What follows belongs to an exercise in optimizing a design on an open flow for small area; a production flow would make more cautious choices. Only simulation tests tie the RTL to the original design; equivalence was not proved. Power figures rest on the tool's default switching activity, not on a simulated workload.

## job 530
==> module iq_decimator, before the edit <==
module iq_decimator
(
	input	logic						pulseprog_clk,
	input	logic						arst_n,
	input	nmr_acq_pkg::iq_word_t		mag,
	input	logic						odd,
	input	logic						sample_strobe,
	input	logic						win_first,	 
	input	logic						pair_valid,	 
	input	nmr_acq_pkg::dec_fact_t		dec_fact,
	input	logic						run_start,	 
	output	logic						out_req,
	input	logic						out_ack,
	output	nmr_acq_pkg::iq_sample_t	out_data,
	output	logic						overrun
);
	logic [22:0]			acc_i, acc_q;
	logic [22:0]			sum;
	logic [22:0]			res_i, res_q;
	nmr_acq_pkg::dec_fact_t	grp_cnt;
	nmr_acq_pkg::dec_fact_t	nxt_cnt;
	logic					grp_done;	 
	logic					clr;
	logic					pending;
	assign nxt_cnt  = grp_cnt + {7'd0, pair_valid};
	assign grp_done = pair_valid && (nxt_cnt == dec_fact);
	assign pending  = out_req || out_ack;
	logic	wr_i, wr_q;		 
	logic	keep_i, keep_q;
	assign clr    = win_first || grp_done;
	assign wr_i   = sample_strobe && !odd;
	assign wr_q   = sample_strobe &&  odd;
	assign keep_i = !clr && !wr_i;
	assign keep_q = !clr && !wr_q;
	assign sum    = (({23{!clr && !odd}} & acc_i) | ({23{!clr && odd}} & acc_q))
	              + {{8{mag[14]}}, mag};
	always_ff @(posedge pulseprog_clk)
	begin
		if (run_start || grp_done || win_first)
			grp_cnt <= '0;
		else
			grp_cnt <= nxt_cnt;
	end
	always_ff @(posedge pulseprog_clk)
	begin
		acc_i <= ({23{wr_i}} & sum) | ({23{keep_i}} & acc_i);
		acc_q <= ({23{wr_q}} & sum) | ({23{keep_q}} & acc_q);
	end
	always_ff @(posedge pulseprog_clk or negedge arst_n)
	begin
		if (!arst_n)
		begin
			out_req <= 1'b0;
			overrun <= 1'b0;
		end
		else
		begin
			if (run_start)
				overrun <= 1'b0;
			if (grp_done && pending)
				overrun <= 1'b1;			 
			if (grp_done && !pending)
				out_req <= 1'b1;
			else if (out_req && out_ack)
				out_req <= 1'b0;
		end
	end
	always_ff @(posedge pulseprog_clk)
	begin
		if (grp_done && !pending)
		begin
			res_i <= acc_i;
			res_q <= acc_q;
		end
	end
	assign out_data.i_sum = {res_i[22], res_i};
	assign out_data.q_sum = {res_q[22], res_q};
endmodule
clock: 10.0 ns
lec_check: 0
abc_area: 1
cap_margin: 20
core_margin: 2
core_utilization: 42
cts_buf_list: sky130_fd_sc_hd__clkbuf_16
cts_cluster_diameter: 100
cts_cluster_size: 28
place_density: 0.65
slew_margin: 20
standard.sh (not shown) runs the stock make flow with config.mk's settings and CLKGATE_MAP_FILE= SYNTH_SCRIPT=/design/flow/synth_recipe.tcl, a recipe that flattens the netlist after the stock synthesis.
==> flow/flow/run.sh <==
#!/bin/bash
# Own layout flow: the standard ORFS flow (standard.sh) with two changes.
#  1. ABC maps the combinational logic with an area-oriented script
#     (flow/abc_area.script, picked by ABC_AREA 1); registers are untouched.
#  2. Port buffers use sky130_fd_sc_hd__buf_1 rather than the flow's default
#     choice (clkdlybuf4s50_1); every port still gets its buffer.
# Each step's full output stays in orfs/logs/ (ORFS writes one log per step);
# make's own output goes to flow_make.log here.
set -euo pipefail
W=$(pwd)
rm -rf "$W/scripts"
cp -r "$FLOW_HOME/scripts" "$W/scripts"
cp "$W/flow/abc_area.script" "$W/scripts/abc_area.script"
export BUFFER_PORTS_ARGS="-buffer_cell sky130_fd_sc_hd__buf_1"
sed "s|make -C |make SCRIPTS_DIR=$W/scripts -C |" standard.sh > "$W/standard_own.sh"
bash "$W/standard_own.sh" finish > "$W/flow_make.log" 2>&1
==> flow/flow/abc_area.script <==
strash
&get -n
&fraig -x
&put
dc2
dc2
strash
dch -f
amap
topo
Edits applied to the flow inputs when going from job 530 to job 3875:
--- a/flow/design.v
+++ b/flow/design.v
@@ -230,9 +230,8 @@
 	output	nmr_acq_pkg::iq_sample_t	out_data,
 	output	logic						overrun
 );
-	logic [22:0]			acc_i, acc_q;
-	logic [22:0]			sum;
-	logic [22:0]			res_i, res_q;
+	nmr_acq_pkg::acc_t		acc_i, acc_q;
+	nmr_acq_pkg::acc_t		sum;
 	nmr_acq_pkg::dec_fact_t	grp_cnt;
 	nmr_acq_pkg::dec_fact_t	nxt_cnt;
 	logic					grp_done;	 
@@ -248,8 +247,8 @@
 	assign wr_q   = sample_strobe &&  odd;
 	assign keep_i = !clr && !wr_i;
 	assign keep_q = !clr && !wr_q;
-	assign sum    = (({23{!clr && !odd}} & acc_i) | ({23{!clr && odd}} & acc_q))
-	              + {{8{mag[14]}}, mag};
+	assign sum    = (({24{!clr && !odd}} & acc_i) | ({24{!clr && odd}} & acc_q))
+	              + nmr_acq_pkg::acc_t'(mag);
 	always_ff @(posedge pulseprog_clk)
 	begin
 		if (run_start || grp_done || win_first)
@@ -259,8 +258,8 @@
 	end
 	always_ff @(posedge pulseprog_clk)
 	begin
-		acc_i <= ({23{wr_i}} & sum) | ({23{keep_i}} & acc_i);
-		acc_q <= ({23{wr_q}} & sum) | ({23{keep_q}} & acc_q);
+		acc_i <= ({24{wr_i}} & sum) | ({24{keep_i}} & acc_i);
+		acc_q <= ({24{wr_q}} & sum) | ({24{keep_q}} & acc_q);
 	end
 	always_ff @(posedge pulseprog_clk or negedge arst_n)
 	begin
@@ -285,12 +284,10 @@
 	begin
 		if (grp_done && !pending)
 		begin
-			res_i <= acc_i;
-			res_q <= acc_q;
+			out_data.i_sum <= acc_i;
+			out_data.q_sum <= acc_q;
 		end
 	end
-	assign out_data.i_sum = {res_i[22], res_i};
-	assign out_data.q_sum = {res_q[22], res_q};
 endmodule
 module nmr_pulseprog_top
 (
### Flow results
Across job 3875 and job 530, the outcome is the same: a clean finish for every run.
The final period demand of the worst path of job 3875 exceeds that of job 530 by 0.18 ns.
From job 530 to job 3875 the numbers moved as follows: overall power consumption shrank by about 2%, sequential share of layout area held steady, via count held steady.
When job 3875 is set beside job 530, its die area turns out to be 1.0% larger.
Delta (job 3875 minus job 530): final-layout clock buffer total now larger; area after synthesis rose about 1%.
From job 530 to job 3875 the numbers moved as follows: count of mapped cells out of synthesis went up, register bit total from synthesis went up, setup slack after layout went down.

---

run M:
nmr_pulseprog_top, a different RTL version from the one above (not shown whole).
For scale: about 350 flip-flops, roughly 0.015 mm^2 of cells after synthesis.
==> module cpmg_sequencer, before the edit <==
module cpmg_sequencer
(
	input	logic						pulseprog_clk,
	input	logic						arst_n,
	input	logic						load,			 
	input	logic [31:0]				pulse90_in,		 
	input	logic [31:0]				delay_nosig_in,
	input	logic [15:0]				echoes_in,
	input	logic						run_start,
	input	logic [31:0]				pulse180,
	input	logic [31:0]				delay_sig,
	input	logic [31:0]				rx_delay,
	input	logic [31:0]				samples,
	output	logic						tx_gate,
	output	logic						rx_en,
	output	logic						busy,
	output	logic						sample_strobe,	 
	output	logic						win_first,		 
	output	logic						pair_valid		 
);
	nmr_seq_pkg::seq_state_t	state;
	logic [31:0]	v;			 
	logic [31:0]	w;			 
	logic [15:0]	e;			 
	logic			in_p90, in_nosig, in_p180, in_sig;
	logic			v_end, w_end;
	logic			done;
	logic			last_echo;
	assign in_p90   = (state == nmr_seq_pkg::P90);
	assign in_nosig = (state == nmr_seq_pkg::DLY_NOSIG);
	assign in_p180  = (state == nmr_seq_pkg::P180);
	assign in_sig   = (state == nmr_seq_pkg::DLY_SIG);
	assign v_end     = &v;
	assign w_end     = &w;
	assign done      = in_nosig ? w_end : v_end;
	assign last_echo = (e == 16'hfffe);
	logic	w_open;		 
	logic	w_done;		 
	logic	w_start;
	logic	window;
	assign w_start = in_sig && !w_open && !w_done && w_end && (|samples);
	assign window  = w_start || (in_sig && w_open && !w_end);
	logic	v_ds, v_p180, v_keep;
	logic	w_rx, w_spe, w_keep;
	assign v_ds   = busy && done && in_p180;
	assign v_p180 = busy && done && !in_p180;
	assign v_keep = !load && !(busy && done);
	assign w_rx   = in_p180;
	assign w_spe  = w_start;
	assign w_keep = !load && !in_p180 && !w_start;
	always_ff @(posedge pulseprog_clk)
	begin
		v <= (({32{load}}   & ~pulse90_in)
		    | ({32{v_ds}}   & ~delay_sig)
		    | ({32{v_p180}} & ~pulse180)
		    | ({32{v_keep}} & v))
		   + {31'd0, busy || run_start};
		w <= (({32{load}}   & ~delay_nosig_in)
		    | ({32{w_rx}}   & ~rx_delay)
		    | ({32{w_spe}}  & ~samples)
		    | ({32{w_keep}} & w))
		   + {31'd0, in_nosig || in_sig || (in_p90 && v_end)};
		e <= (({16{load}} & ~echoes_in) | ({16{!load}} & e)) + {15'd0, in_sig && done};
	end
	always_ff @(posedge pulseprog_clk or negedge arst_n)
	begin
		if (!arst_n)
			state <= nmr_seq_pkg::IDLE;
		else if (state == nmr_seq_pkg::IDLE)
		begin
			if (run_start)
				state <= nmr_seq_pkg::P90;
		end
		else if (done)
		begin
			unique case (state)
				nmr_seq_pkg::P90:		state <= nmr_seq_pkg::DLY_NOSIG;
				nmr_seq_pkg::DLY_NOSIG:	state <= nmr_seq_pkg::P180;
				nmr_seq_pkg::P180:		state <= nmr_seq_pkg::DLY_SIG;
				default:				state <= last_echo ? nmr_seq_pkg::IDLE : nmr_seq_pkg::P180;
			endcase
		end
	end
	assign tx_gate = in_p90 || in_p180;
	assign rx_en   = in_sig;
	assign busy    = (state != nmr_seq_pkg::IDLE);
	always_ff @(posedge pulseprog_clk)
	begin
		if (!in_sig)
		begin
			w_open <= 1'b0;
			w_done <= 1'b0;
		end
		else if (w_start)
			w_open <= 1'b1;
		else if (w_open && w_end)
		begin
			w_open <= 1'b0;
			w_done <= 1'b1;
		end
	end
	logic [5:0]	win_sr;
	always_ff @(posedge pulseprog_clk or negedge arst_n)
	begin
		if (!arst_n)
			win_sr <= '0;
		else
			win_sr <= {win_sr[4:0], window};
	end
	assign sample_strobe = win_sr[4];
	assign win_first     = win_sr[4] && !win_sr[5];
	assign pair_valid    = win_sr[5];
endmodule
Settings: LEC_CHECK=0, ABC_AREA=1, CAP_MARGIN=20, CORE_MARGIN=2, CORE_UTILIZATION=42, CTS_BUF_LIST=sky130_fd_sc_hd__clkbuf_16, CTS_CLUSTER_DIAMETER=100, CTS_CLUSTER_SIZE=28, PLACE_DENSITY=0.65, SLEW_MARGIN=20; clock period 10.0 ns.
==> flow/flow/abc_area.script <==
strash
&get -n
&fraig -x
&put
dc2
dc2
strash
&get -n
&dch -f
&nf -p -a -R 100 -F 8 -A 8
&put
Scripts as last shown in full above: flow/flow/run.sh
Run M completed every stage of the flow, and the final layout passed the timing, DRC and antenna checks.
The inputs of run G differ from those of run M as listed below.
diff --git a/flow/design.v b/flow/design.v
--- a/flow/design.v
+++ b/flow/design.v
@@ -119,10 +119,10 @@
 	assign in_nosig = (state == nmr_seq_pkg::DLY_NOSIG);
 	assign in_p180  = (state == nmr_seq_pkg::P180);
 	assign in_sig   = (state == nmr_seq_pkg::DLY_SIG);
-	assign v_end     = &v;
-	assign w_end     = &w;
+	assign v_end     = ~|v;
+	assign w_end     = ~|w;
 	assign done      = in_nosig ? w_end : v_end;
-	assign last_echo = (e == 16'hfffe);
+	assign last_echo = (e == 16'd1);
 	logic	w_open;		 
 	logic	w_done;		 
 	logic	w_start;
@@ -139,17 +139,17 @@
 	assign w_keep = !load && !in_p180 && !w_start;
 	always_ff @(posedge pulseprog_clk)
 	begin
-		v <= (({32{load}}   & ~pulse90_in)
-		    | ({32{v_ds}}   & ~delay_sig)
-		    | ({32{v_p180}} & ~pulse180)
+		v <= (({32{load}}   & pulse90_in)
+		    | ({32{v_ds}}   & delay_sig)
+		    | ({32{v_p180}} & pulse180)
 		    | ({32{v_keep}} & v))
-		   + {31'd0, busy || run_start};
-		w <= (({32{load}}   & ~delay_nosig_in)
-		    | ({32{w_rx}}   & ~rx_delay)
-		    | ({32{w_spe}}  & ~samples)
+		   - {31'd0, busy || run_start};
+		w <= (({32{load}}   & delay_nosig_in)
+		    | ({32{w_rx}}   & rx_delay)
+		    | ({32{w_spe}}  & samples)
 		    | ({32{w_keep}} & w))
-		   + {31'd0, in_nosig || in_sig || (in_p90 && v_end)};
-		e <= (({16{load}} & ~echoes_in) | ({16{!load}} & e)) + {15'd0, in_sig && done};
+		   - {31'd0, in_nosig || in_sig || (in_p90 && v_end)};
+		e <= (({16{load}} & echoes_in) | ({16{!load}} & e)) - {15'd0, in_sig && done};
 	end
 	always_ff @(posedge pulseprog_clk or negedge arst_n)
 	begin
Findings:
Against run M, run G comes in 0.03 ns higher on data required time at the worst endpoint.
Run M -> run G: arithmetic-cell share of the synthesized area counting full adders, half adders and majority gates flat
Run M → run G: area taken by multi-input logic gates climbed about 3%, detailed-router iteration count before antenna repair +5, post-layout net count did not really move, sequential share of layout area shrank by 0.51 points.
Final cell count, run G and run M, higher one = run M.
Wire length of the first global-routing pass (higher): run G
End point of the critical path: u_iq_decimator.acc_i[23] -> run M, u_cpmg_sequencer.w[31] -> run G
Between run M and run G, the flow reports worst-path maximum fanout increasing by more than a quarter.
Final cell area: run G above run M
Portion of the clock cycle consumed by the worst path in the final layout came out lower on run G than on run M.
Result: PASS for each of run G and run M

## static timing again, ports no longer ideal
No port has a modelled driver above. Below, the same layouts with a new extraction and two added sets of constraints. Step 1: set_driving_cell puts a clkbuf_16 on pulseprog_clk and a buf_2 on each other input, an assumption about the parent block. Step 2, shift: input delay + t, output delay - t, t = (earliest + latest rising clock arrival at the registers) / 2. This alone moves slack from input paths to output paths. a / b / c = ideal / step 1 / step 2; a / b = the first two.
run	t (ns)	setup slack, ns	latest minus earliest clock arrival (ns)
job 530	0.559	1.293 / 1.293 / 1.293	0.035 / 0.035
job 3875	0.555	1.113 / 1.113 / 1.113	0.024 / 0.024
run M	0.564	2.058 / 2.058 / 2.058	0.015 / 0.015
run G	0.559	2.237 / 2.226 / 1.667	0.029 / 0.028
After both steps setup and hold are still met in every run listed. The setup slack of run G, which loses most, moves by -0.011 ns with the drivers and by -0.570 ns with both steps.
